What follows belongs to an exercise in optimizing a design on an open flow for small area; a production flow would make more cautious choices. For this run, only the layout was checked, not whether the RTL still works. Power and IR drop assume default switching activity.

$ cat flow/config.mk
export PLATFORM = sky130hd
export DESIGN_NAME = core_top
export DESIGN_NICKNAME = core_top
export VERILOG_FILES = /design/flow/design.v
export SDC_FILE = /design/flow/constraint.sdc
export NUM_CORES = 8
export LEC_CHECK = 0
export CAP_MARGIN = 20
export CORE_MARGIN = 2
export CORE_UTILIZATION = 55
export CTS_CLUSTER_DIAMETER = 120
export CTS_CLUSTER_SIZE = 25
export SETUP_SLACK_MARGIN = 0.2
export SLEW_MARGIN = 20
export SYNTH_HIERARCHICAL = 1
export SYNTH_MINIMUM_KEEP_SIZE = 0
$ cat flow/constraint.sdc
create_clock -name core_clock -period 7.0 [get_ports {clk}]
set_input_delay 1.4000 -clock core_clock [delete_from_list [all_inputs] [get_ports {clk}]]
set_output_delay 1.4000 -clock core_clock [all_outputs]
set_load 0.01 [all_outputs]
$ cat flow/design.v
`timescale 1ns/1ps
`default_nettype none
module fetch_stage (
    input  wire [18:0] pc,
    input  wire        inc,
    input  wire        jump,
    input  wire [18:0] off,
    output wire [18:0] lo,
    output wire        c
);
    localparam integer N = 19;
    wire [N-1:0] b = jump ? off : {{(N-1){1'b0}}, inc};
    wire [N-1:0] p [0:5];
    wire [N-1:0] g [0:5];
    assign p[0] = pc ^ b;
    assign g[0] = pc & b;
    genvar l, i;
    generate
        for (l = 0; l < 5; l = l + 1) begin : lv
            for (i = 0; i < N; i = i + 1) begin : bt
                if (i >= (1 << l)) begin : c
                    assign g[l+1][i] = g[l][i] | (p[l][i] & g[l][i - (1 << l)]);
                    assign p[l+1][i] = p[l][i] & p[l][i - (1 << l)];
                end else begin : n
                    assign g[l+1][i] = g[l][i];
                    assign p[l+1][i] = p[l][i];
                end
            end
        end
    endgenerate
    assign lo = p[0] ^ {g[5][N-2:0], 1'b0};
    assign c  = g[5][N-1];
endmodule
`default_nettype wire
`timescale 1ns/1ps
`default_nettype none
module reg_file (
    input  wire        clk,
    input  wire        clr,
    input  wire        wen,
    input  wire [4:0]  rd,
    input  wire [15:0] wd,
    input  wire [4:0]  rs1,
    input  wire [4:0]  rs2,
    output reg  [15:0] a,
    output reg  [15:0] b
);
    wire [16*32-1:0] ring_out;
    assign ring_out[15:0] = 16'd0;
    genvar g;
    generate
        for (g = 1; g < 32; g = g + 1) begin : gr
            reg  [63:0] s;
            wire        we_g = clr | (wen && rd == g);
            always @(posedge clk) begin
                s <= {s[47:0], we_g ? wd : s[63:48]};
            end
            assign ring_out[16*g +: 16] = s[63:48];
        end
    endgenerate
    integer k;
    always @(*) begin
        a = 16'd0;
        b = 16'd0;
        for (k = 1; k < 32; k = k + 1) begin
            a = a | (ring_out[16*k +: 16] & {16{rs1 == k}});
            b = b | (ring_out[16*k +: 16] & {16{rs2 == k}});
        end
    end
endmodule
`default_nettype wire
`timescale 1ns/1ps
`default_nettype none
module writeback_stage (
    input  wire [15:0] a,
    input  wire        sgn,
    input  wire        c,
    output wire [15:0] y
);
    wire [15:0] t  = sgn ? ~a : a;        
    wire [15:0] q0 = t;
    wire [15:0] q1 = {q0[15:1] & q0[14:0], q0[0]};
    wire [15:0] q2 = {q1[15:2] & q1[13:0], q1[1:0]};
    wire [15:0] q3 = {q2[15:4] & q2[11:0], q2[3:0]};
    wire [15:0] q4 = {q3[15:8] & q3[7:0], q3[7:0]};
    wire [15:0] fl = {q4[14:0], 1'b1};    
    assign y = (sgn != c) ? a ^ fl : a;
endmodule
`default_nettype wire
`timescale 1ns/1ps
`default_nettype none
module core_top (
    input  wire        clk,
    input  wire        rst,
    output wire        imem_req_valid,
    input  wire        imem_req_ready,
    output wire [63:0] imem_req_addr,
    input  wire        imem_rsp_valid,
    output wire        imem_rsp_ready,
    input  wire [63:0] imem_rsp_rdata,
    output wire        dmem_req_valid,
    input  wire        dmem_req_ready,
    output wire [63:0] dmem_req_addr,
    output wire        dmem_req_we,
    output wire [63:0] dmem_req_wdata,
    input  wire        dmem_rsp_valid,
    output wire        dmem_rsp_ready,
    input  wire [63:0] dmem_rsp_rdata,
    output wire        retire_valid,
    output wire [63:0] retire_pc,
    output wire [4:0]  retire_rd,
    output wire        retire_rd_we,
    output wire [63:0] retire_rd_data
);
    reg  [1:0]  ph;      
    reg         clr;     
    reg         act;     
    reg         ldw;     
    reg         irv;     
    reg  [31:0] ir;
    reg  [63:2] pc;      
    reg         nf;      
    reg         drop;    
    reg         guess;   
    reg         xd;      
    reg         rt;      
    reg         rval;    
    reg  [4:0]  rrd;
    reg         rwe;
    reg  [20:2] opc;     
    reg         nh;      
    reg         ns;      
    reg         tk;      
    reg         dpend;   
    reg  [2:0]  dout;    
    reg         carry;
    reg         eqacc;
    reg  [63:0] rr;      
    reg  [63:0] ww;      
    wire ph0 = (ph == 2'd0);
    wire ph3 = (ph == 2'd3);
    wire [6:0]  opcode = ir[6:0];
    wire [2:0]  f3     = ir[14:12];
    wire [4:0]  rd     = ir[11:7];
    wire [4:0]  rs1    = ir[19:15];
    wire [4:0]  rs2    = ir[24:20];
    wire is_op   = (opcode == 7'b0110011) && (f3 == 3'b000 || f3 == 3'b100 || f3[2:1] == 2'b11);
    wire is_addi = (opcode == 7'b0010011) && (f3 == 3'b000);
    wire is_ld   = (opcode == 7'b0000011) && (f3 == 3'b011);
    wire is_sd   = (opcode == 7'b0100011) && (f3 == 3'b011);
    wire is_br   = (opcode == 7'b1100011) && (f3[2:1] == 2'b00);
    wire is_jal  = (opcode == 7'b1101111);
    wire known   = is_op | is_addi | is_ld | is_sd | is_br | is_jal;
    wire writes  = is_op | is_addi | is_ld | is_jal;
    wire is_sub  = is_op && (f3 == 3'b000) && ir[30];
    wire use_imm = is_addi | is_ld | is_sd;
    wire        run;
    wire        wen;
    wire [15:0] wd;
    wire [15:0] a_rf;
    wire [15:0] b_rf;
    reg_file u_rf (
        .clk (clk),
        .clr (clr),
        .wen (wen),
        .rd  (rd),
        .wd  (wd),
        .rs1 (rs1),
        .rs2 (rs2),
        .a   (a_rf),
        .b   (b_rf)
    );
    wire [11:0] imm12 = is_sd ? {ir[31:25], ir[11:7]} : ir[31:20];
    wire [15:0] immc  = ph0 ? {{4{imm12[11]}}, imm12} : {16{imm12[11]}};
    wire [63:0] pcx   = {pc, 2'b00};
    reg  [15:0] pcc;
    always @(*) begin
        case (ph)
            2'd0:    pcc = pcx[15:0];
            2'd1:    pcc = pcx[31:16];
            2'd2:    pcc = pcx[47:32];
            default: pcc = pcx[63:48];
        endcase
    end
    reg [15:0] ldc;
    always @(*) begin
        case (ph)
            2'd0:    ldc = dmem_rsp_rdata[15:0];
            2'd1:    ldc = dmem_rsp_rdata[31:16];
            2'd2:    ldc = dmem_rsp_rdata[47:32];
            default: ldc = dmem_rsp_rdata[63:48];
        endcase
    end
    wire [15:0] op_a = ldw ? ldc : is_jal ? pcc : a_rf;
    wire [15:0] op_b = (ldw || (is_jal && !ph0)) ? 16'd0 : is_jal ? 16'd4 : use_imm ? immc : b_rf;
    wire        cin  = ph0 ? is_sub : carry;
    wire [15:0] alu;
    wire        cout;
    wire [1:0]  aop = (is_op && f3[2] && !ldw) ? (f3[1] ? (f3[0] ? 2'd3 : 2'd2) : 2'd1) :
                      is_br ? 2'd1 : 2'd0;
    wire [15:0] bx = (is_sub && !ldw) ? ~op_b : op_b;
    wire [15:0] p0 = op_a ^ bx;
    wire [15:0] g0 = op_a & bx;
    reg  [16:0] cc;
    integer     ci;
    always @(*) begin
        cc[0] = cin;
        for (ci = 0; ci < 16; ci = ci + 1) cc[ci+1] = g0[ci] | (p0[ci] & cc[ci]);
    end
    assign cout = cc[16];
    assign alu  = aop == 2'd0 ? p0 ^ cc[15:0] : aop == 2'd1 ? op_a ^ op_b : aop == 2'd2 ? op_a | op_b : op_a & op_b;
    wire [15:0] res = alu;
    assign wd  = clr ? 16'd0 : res;
    assign wen = run && (ldw || (writes && !is_ld));
    wire ceq   = (alu == 16'd0);            
    wire eq    = eqacc && ceq;
    wire taken = f3[0] ? !eq : eq;
    wire ld_rsp = !dpend && dout == 3'd1 && dmem_rsp_valid;
    wire start  = !clr && irv && !xd && !dpend && (ldw ? ld_rsp : known);
    assign run  = ph0 ? start : act;
    wire end_rnd = run && ph3;
    wire end_fin = end_rnd && (ldw || !is_ld);    
    wire mem_iss = end_rnd && !ldw && (is_ld || is_sd);
    wire tk_now   = end_fin ? taken : tk;
    wire mis      = is_br && (tk_now != guess);
    wire done     = irv && (end_fin || xd || !known);
    wire store_ok = !is_sd || !dmem_req_valid || dmem_req_ready;
    wire fetched  = nf || skip;    
    wire adv_any  = done && fetched && store_ok;
    wire advance  = adv_any && !mis && !rt;
    wire fixup    = done && fetched && mis;
    wire [18:0] joff = is_jal ? {ir[31], ir[19:12], ir[20], ir[30:22]}
                              : {{9{ir[31]}}, ir[7], ir[30:25], ir[11:9]};
    wire [18:0] lo;
    wire        lo_c;
    wire        jump = irv && guess;
    fetch_stage u_pcadd (
        .pc   (pc[20:2]),
        .inc  (irv),
        .jump (jump),
        .off  (joff),
        .lo   (lo),
        .c    (lo_c)
    );
    wire        sgn  = jump && joff[18];
    wire        hchg = lo_c != sgn;         
    wire        skip = irv && hchg && !rt;
    reg  [43:0] chain;
    reg  [63:21] hi;
    integer     h;
    always @(*) begin
        chain[0] = rt && nh;
        for (h = 0; h < 43; h = h + 1) begin
            chain[h+1] = chain[h] && (pc[21+h] != ns);
            hi[21+h]   = pc[21+h] ^ chain[h];
        end
    end
    wire [63:2] pc_d = {hi, advance ? lo : pc[20:2]};
    wire ld_ir = (!irv || advance) && nf && !drop && imem_rsp_valid;
    wire [31:0] nxt = pc_d[2] ? imem_rsp_rdata[63:32] : imem_rsp_rdata[31:0];
    assign imem_req_valid = !nf && !hchg && !(rt && nh);
    assign imem_req_addr  = {pc[63:21], lo[18:1], 3'b000};
    assign imem_rsp_ready = drop || ((!irv || adv_any) && nf);
    wire byp = end_rnd;
    assign dmem_req_valid = dpend || mem_iss;
    assign dmem_req_we    = is_sd;
    wire [15:0] addr3;
    writeback_stage u_addr3 (
        .a   (a_rf),
        .sgn (imm12[11]),
        .c   (carry),
        .y   (addr3)
    );
    assign dmem_req_addr  = {byp ? addr3 : rr[63:48], rr[47:0]};
    assign dmem_req_wdata = {byp ? b_rf : ww[63:48], ww[47:0]};
    assign dmem_rsp_ready = !(ldw && !dpend && dout == 3'd1) || (end_rnd && ldw);
    assign retire_valid   = rt && rval;
    assign retire_pc      = {pc[63:21], opc, 2'b00};
    assign retire_rd      = rrd;
    assign retire_rd_we   = rwe;
    assign retire_rd_data = rr;
    wire dfire  = dmem_req_valid && dmem_req_ready;
    wire drfire = dmem_rsp_valid && dmem_rsp_ready;
    always @(posedge clk or posedge rst) begin
        if (rst) begin
            ph    <= 2'd0;
            clr   <= 1'b1;
            act   <= 1'b0;
            ldw   <= 1'b0;
            irv   <= 1'b0;
            pc    <= 62'd0;
            nf    <= 1'b0;
            drop  <= 1'b0;
            xd    <= 1'b0;
            rt    <= 1'b0;
            dpend <= 1'b0;
            dout  <= 3'd0;
        end else begin
            ph    <= ph + 2'd1;
            if (ph3) clr <= 1'b0;
            act   <= run && !ph3;
            if (end_rnd) ldw <= !ldw && is_ld;
            pc    <= pc_d;
            if (ld_ir) irv <= 1'b1;
            else if (advance) irv <= 1'b0;
            if (imem_req_valid && imem_req_ready) nf <= 1'b1;
            if (ld_ir || fixup) nf <= 1'b0;
            if (fixup) drop <= nf && !imem_rsp_valid;   
            else if (imem_rsp_valid) drop <= 1'b0;
            rt    <= advance;
            if (advance) xd <= 1'b0;
            else if (end_fin || fixup) xd <= 1'b1;
            dpend <= dmem_req_valid && !dmem_req_ready;
            dout  <= dout + {2'd0, dfire} - {2'd0, drfire};
        end
    end
    always @(posedge clk) begin
        if (ld_ir) begin
            ir    <= nxt;
            guess <= (nxt[6:0] == 7'b1101111) ||
                     (nxt[6:0] == 7'b1100011 && nxt[14:12] == 3'b001);
        end else if (fixup) begin
            guess <= !guess;
        end
        if (end_fin) tk <= taken;
        if (advance) begin
            rval <= known;
            rrd  <= rd;
            rwe  <= writes;
            opc  <= pc[20:2];
            nh   <= hchg;
            ns   <= sgn;
        end
        if (run) begin
            carry <= cout;
            eqacc <= (ph0 || eqacc) && ceq;
            case (ph)
                2'd0:    begin rr[15:0]  <= res; ww[15:0]  <= b_rf; end
                2'd1:    begin rr[31:16] <= res; ww[31:16] <= b_rf; end
                2'd2:    begin rr[47:32] <= res; ww[47:32] <= b_rf; end
                default: begin rr[63:48] <= res; ww[63:48] <= b_rf; end
            endcase
        end
    end
endmodule
`default_nettype wire
$ cat flow/flow/run.sh
#!/bin/bash
# The standard layout (the standard.sh, ORFS from synthesis to the final
# layout) with one change: the buffers that buffer_ports puts on every input
# and output port are sky130_fd_sc_hd__buf_1 instead of the cell it picks by
# default.  The full make output goes to standard.log in this folder; ORFS's
# own per-step logs are under orfs/logs.
set -euo pipefail
bash standard.sh "BUFFER_PORTS_ARGS=-buffer_cell sky130_fd_sc_hd__buf_1" finish > standard.log 2>&1
$ cat flow/standard.sh
#!/bin/bash
# synth_recipe.tcl (not shown) runs the flow's synth.tcl, then flattens the netlist and writes it again
# the make line also repeats each setting of config.mk as NAME=value (left out here)
make -C /OpenROAD-flow-scripts/flow DESIGN_CONFIG=/design/flow/config.mk WORK_HOME=/design/flow/orfs CLKGATE_MAP_FILE= SYNTH_SCRIPT=/design/flow/synth_recipe.tcl "${@:-finish}"
==> metrics.md <==
| Metric | Value |
|---|---|
| Clock Latency Late Sink | `between 0.8 and 0.9 ns` |
| First-pass GRT wire length | `around 360000 um` |
| # nets final | `6461` |
| Hold Path End | `u_rf.gr[24].s[17]` |
| VDD IR-drop max | `0.282 mV` |
| Initial DRC count | `approximately 6400` |
| Leakage | `about 35 nW` |
| Max incr delay on CP | `roughly 0.62 ns` |
| Commonest cells post-synth | `dfxtp_1 (1985), mux2_2 (565), a22oi_1 (268), nand2_1 (254), clkbuf_1 (222)` |
| Synth async-reset ratio | `about 3.4%` |
| Post-route setup slack | `-3.68 ns` |
| Total GRT Usage | `about 40%` |
| Final WL | `between 200000 and 300000 um` |
| Pin count of the biggest net entering global routing | `77` |
| Hold depth | `0` |
| Detailed Place HPWL | `between 150000 and 200000 um` |
| Worst rel slew slack | `between 20% and 30%` |
| Yosys reg bits | `between 2000 and 2500` |
| Cells on worst reg2reg path | `37` |
| YS warnings | `9` |
| Outcome | `finished with violations` |
| Number of synthesized flops with an enable pin | `between 150 and 200` |
| Total clock sinks | `about 2300` |
| Crit Path Max Fanout | `8` |
| Mapped Avg Cell Area | `between 10 and 15 sq um` |
| Antenna-violating nets left | `0` |
| Vias in the first global route | `between 40000 and 50000` |
| Worst Skew | `~0.095 ns` |
| Reg2reg end | `ir[22]` |
| Root Buffer | `clkbuf_16` |
| Synth area leader | `dfxtp_1` |
| Synth area leaders | `dfxtp_1 (57%), mux2_2 (9.1%), edfxtp_1 (8.2%), a22oi_1 (2.9%), dfrtp_1 (2.7%)` |
| Ratio of cells with drive above 1 in the final layout | `26.9%` |
| Width of the die | `between 300 and 400 um` |
| Hold Path Origin | `u_rf.gr[24].s[1]` |
| Die ar. | `around 0.13 sq mm` |
| Core box area | `between 0.1 and 0.15 sq mm` |
| Pre-Repair DR Iteration Count | `10` |
| Die H | `361 um` |
| Count leader, synth | `dfxtp_1` |
| Tmin final | `10.68 ns` |
| Via count | `48218` |
| Top cell type's share of synthesized area | `approximately 57%` |
| Initial Utilization | `around 56%` |
| TritonCTS clock tree | `yes` |
| Wire per inst | `33.9 um` |
| PD cells | `299 mW/mm^2` |
| Slowest CP cell | `or4_4` |
| Overall Power | `approximately 25 mW` |
| Worst slew pin tran | `around 1.2 ns` |
| DRC | `0` |
| CP Capture Type | `register` |
| RSZ-0062 raised after global routing | `yes` |
| Final setup viols | `between 300 and 400` |
| Maxcap violations | `0` |
| Rows | `between 100 and 150` |
| Clk slew on worst S/H paths | `approximately 0.1 ns` |
| Filler Cell Count | `9397` |
| Port bufs | `460` |
| Antenna violations before repair | `30` |
| Clock Tree Buf Depth | `3` |
| Register area share after synthesis | `67.6%` |
| CP most frequent cell | `fa_2` |
| Post-place setup slack | `-3.91 ns` |
| Synth-to-layout area growth | `17.5%` |
| Library cells used by synthesis | `99` |
| HP Class | `register to register` |
| SO Viols | `setup timing` |
| Cell area after layout | `0.0823 sq mm` |
| I/O pins | `466` |
| GPL Wtd Cong | `1.07` |
| Reg2Reg Setup Slack | `-3.68 ns` |
| Fin. Hold Viols | `0` |
| Post-layout util | `65.3%` |
| WP data required | `roughly 7.5 ns` |
| Dominant synthesized flop cell | `dfxtp_1` |
| Kind of critical path | `register to register` |
| Mapped Cells | `between 5000 and 6000` |
| Placed Area | `slightly below 0.08 sq mm` |
| Vias per inst | `roughly 6.1` |
| H-tree Lvls | `3` |
| Startpoint Class | `register` |
| FMAX | `93.6 MHz` |
| Total gr overflow | `0` |
| Final period util | `153%` |
| Post-synthesis cell area | `roughly 0.070 sq mm` |
| Reg-to-Reg Start | `ir[24]` |
| CTS buffer count | `101` |
| Critical Path AT | `approximately 11 ns` |
| Fin. max-slew vios | `0` |
## state kept, by name, indices dropped and copies added, names as in the netlist, 2 cells and up
register,count
rr,64
ir,32
ww,64
pc,62
dout,3
opc,19
rrd,5
ph,2
u_rf.gr.s,1984
## metrics by stage
step	cells	hold WS [ns]	setup TNS, ns
after floorplan	5363	0.310	-579.61
after global routing	7938	0.305	-830.91
after detailed placement	7733	0.312	-903.36
after CTS	7917	0.291	-732.22
after global placement	7733	0.310	-925.63
final	7956	0.285	-788.34
## per-module statistics from Yosys, one instance, submodules excluded
module	flops+latches	area (sq um)	cells inside
reg_file	1984	53000	3684
writeback_stage	0	498	68
fetch_stage	0	1210	175
core_top	268	15300	1432
## layout make-up
type,count,area [sq um],share of cell area [%]
diodes,27,67.6,0.0821
well taps,1650,2060,2.51
inverters,61,234,0.284
flip-flops and latches,2252,47400,57.5
multi-input cells,2573,21000,25.6
repair buffers,1262,8710,10.6
clock buffers,119,2590,3.15
clock inverters,12,244,0.296
## critical path: cells and delay by family (launching register included)
kind / cells / cell delay [ns]
AOI/OAI and AO/OA: 6 / 1.52
xor gates and xnor gates: 1 / 0.15
adders and majority gates: 16 / 5.52
buffers and inverters: 4 / 0.52
DFF: 1 / 0.49
muxes: 2 / 0.53
and+or+nand+nor: 8 / 1.70
## how the worst max path moves through the flow
stage,start,endpoint,cells after the start
after floorplan,ir[17],guess,37
after global placement,ir[20],ir[16],37
after global routing,ir[24],ir[10],37
after CTS,ir[24],ir[21],37
final,ir[24],ir[22],37
after detailed placement,ir[20],ir[2],37
## metal layers
| layer | track usage [%] | wire length [um] | vias to the layer above | share of wire, % |
|---|---|---|---|---|
| met2 | 60.1 | 116000 | 3161 | 43 |
| met1 | 53.7 | 109000 | 23705 | 40 |
| met3 | 11.4 | 28300 | 797 | 10 |
| li1 | - | - | 20535 | - |
| met5 | 0.851 | 235 | - | 0.087 |
| met4 | 21.1 | 16300 | 20 | 6.1 |
## cell usage in the layout (no fill, tap or decap), drive strengths merged, types with 37 or more instances in the layout
cell        n
nand2     255
clkbuf    124
o21ai      52
ha         58
a32oi      41
nor2b      46
a222oi     37
edfxtp    191
dfxtp    1985
buf      1256
and2       52
nor3       38
a21oi     130
and3      194
nor2      158
xor2       41
dfrtp      75
nand4      64
a22oi     268
xnor2      60
nand3     105
inv        63
a2111oi    63
mux2      566
## kinds of logic after synthesis
logic type | Yosys count | synth area share (%)
simple gates | 1068 | 8.21
buf+inv | 544 | 4.24
fa+ha+maj | 76 | 1.55
mux | 592 | 9.47
other cells | 1 | 0.00535
flops | 2252 | 67.6
compound gates | 725 | 7.63
xor+xnor | 101 | 1.26
## power by group
part | internal (mW) | leakage, nW | switching, mW
clock | 2.72 | 1.37 | 3.93
combinational | 1.76 | 14.5 | 2.66
sequential | 13.3 | 18.8 | 0.230
## timing repair
item                                    4_1_cts  5_1_grt
endpoints found under the setup margin      436      441
pin swaps                                    13        9
hold buffers                                  0        0
setup buffers                                38        8
gates resized for setup                      82       34
gates cloned                                 15        4

==> port drivers added, routing unchanged <==
The results above use ideal ports. As a check the final layout listed here was re-extracted and re-timed, cells and wires unchanged. Step 1: set_driving_cell puts a clkbuf_16 on clk and a buf_2 on each other input, an assumption about the parent block. Step 2 also shifts input and output timing later by t, the mid clock arrival at the registers, as if the neighbouring blocks saw the same clock. Slacks: no drivers / after step 1 / after step 2; pairs: no drivers / after step 1.
shift t [ns]: 0.854
setup WS [ns]: -3.682 / -3.682 / -3.682
worst hold slack (ns): 0.285 / 0.285 / 0.285
worst setup path after step 2: register to register
The setup slack of this run moves by 0.000 ns with the drivers and by 0.000 ns with both steps.
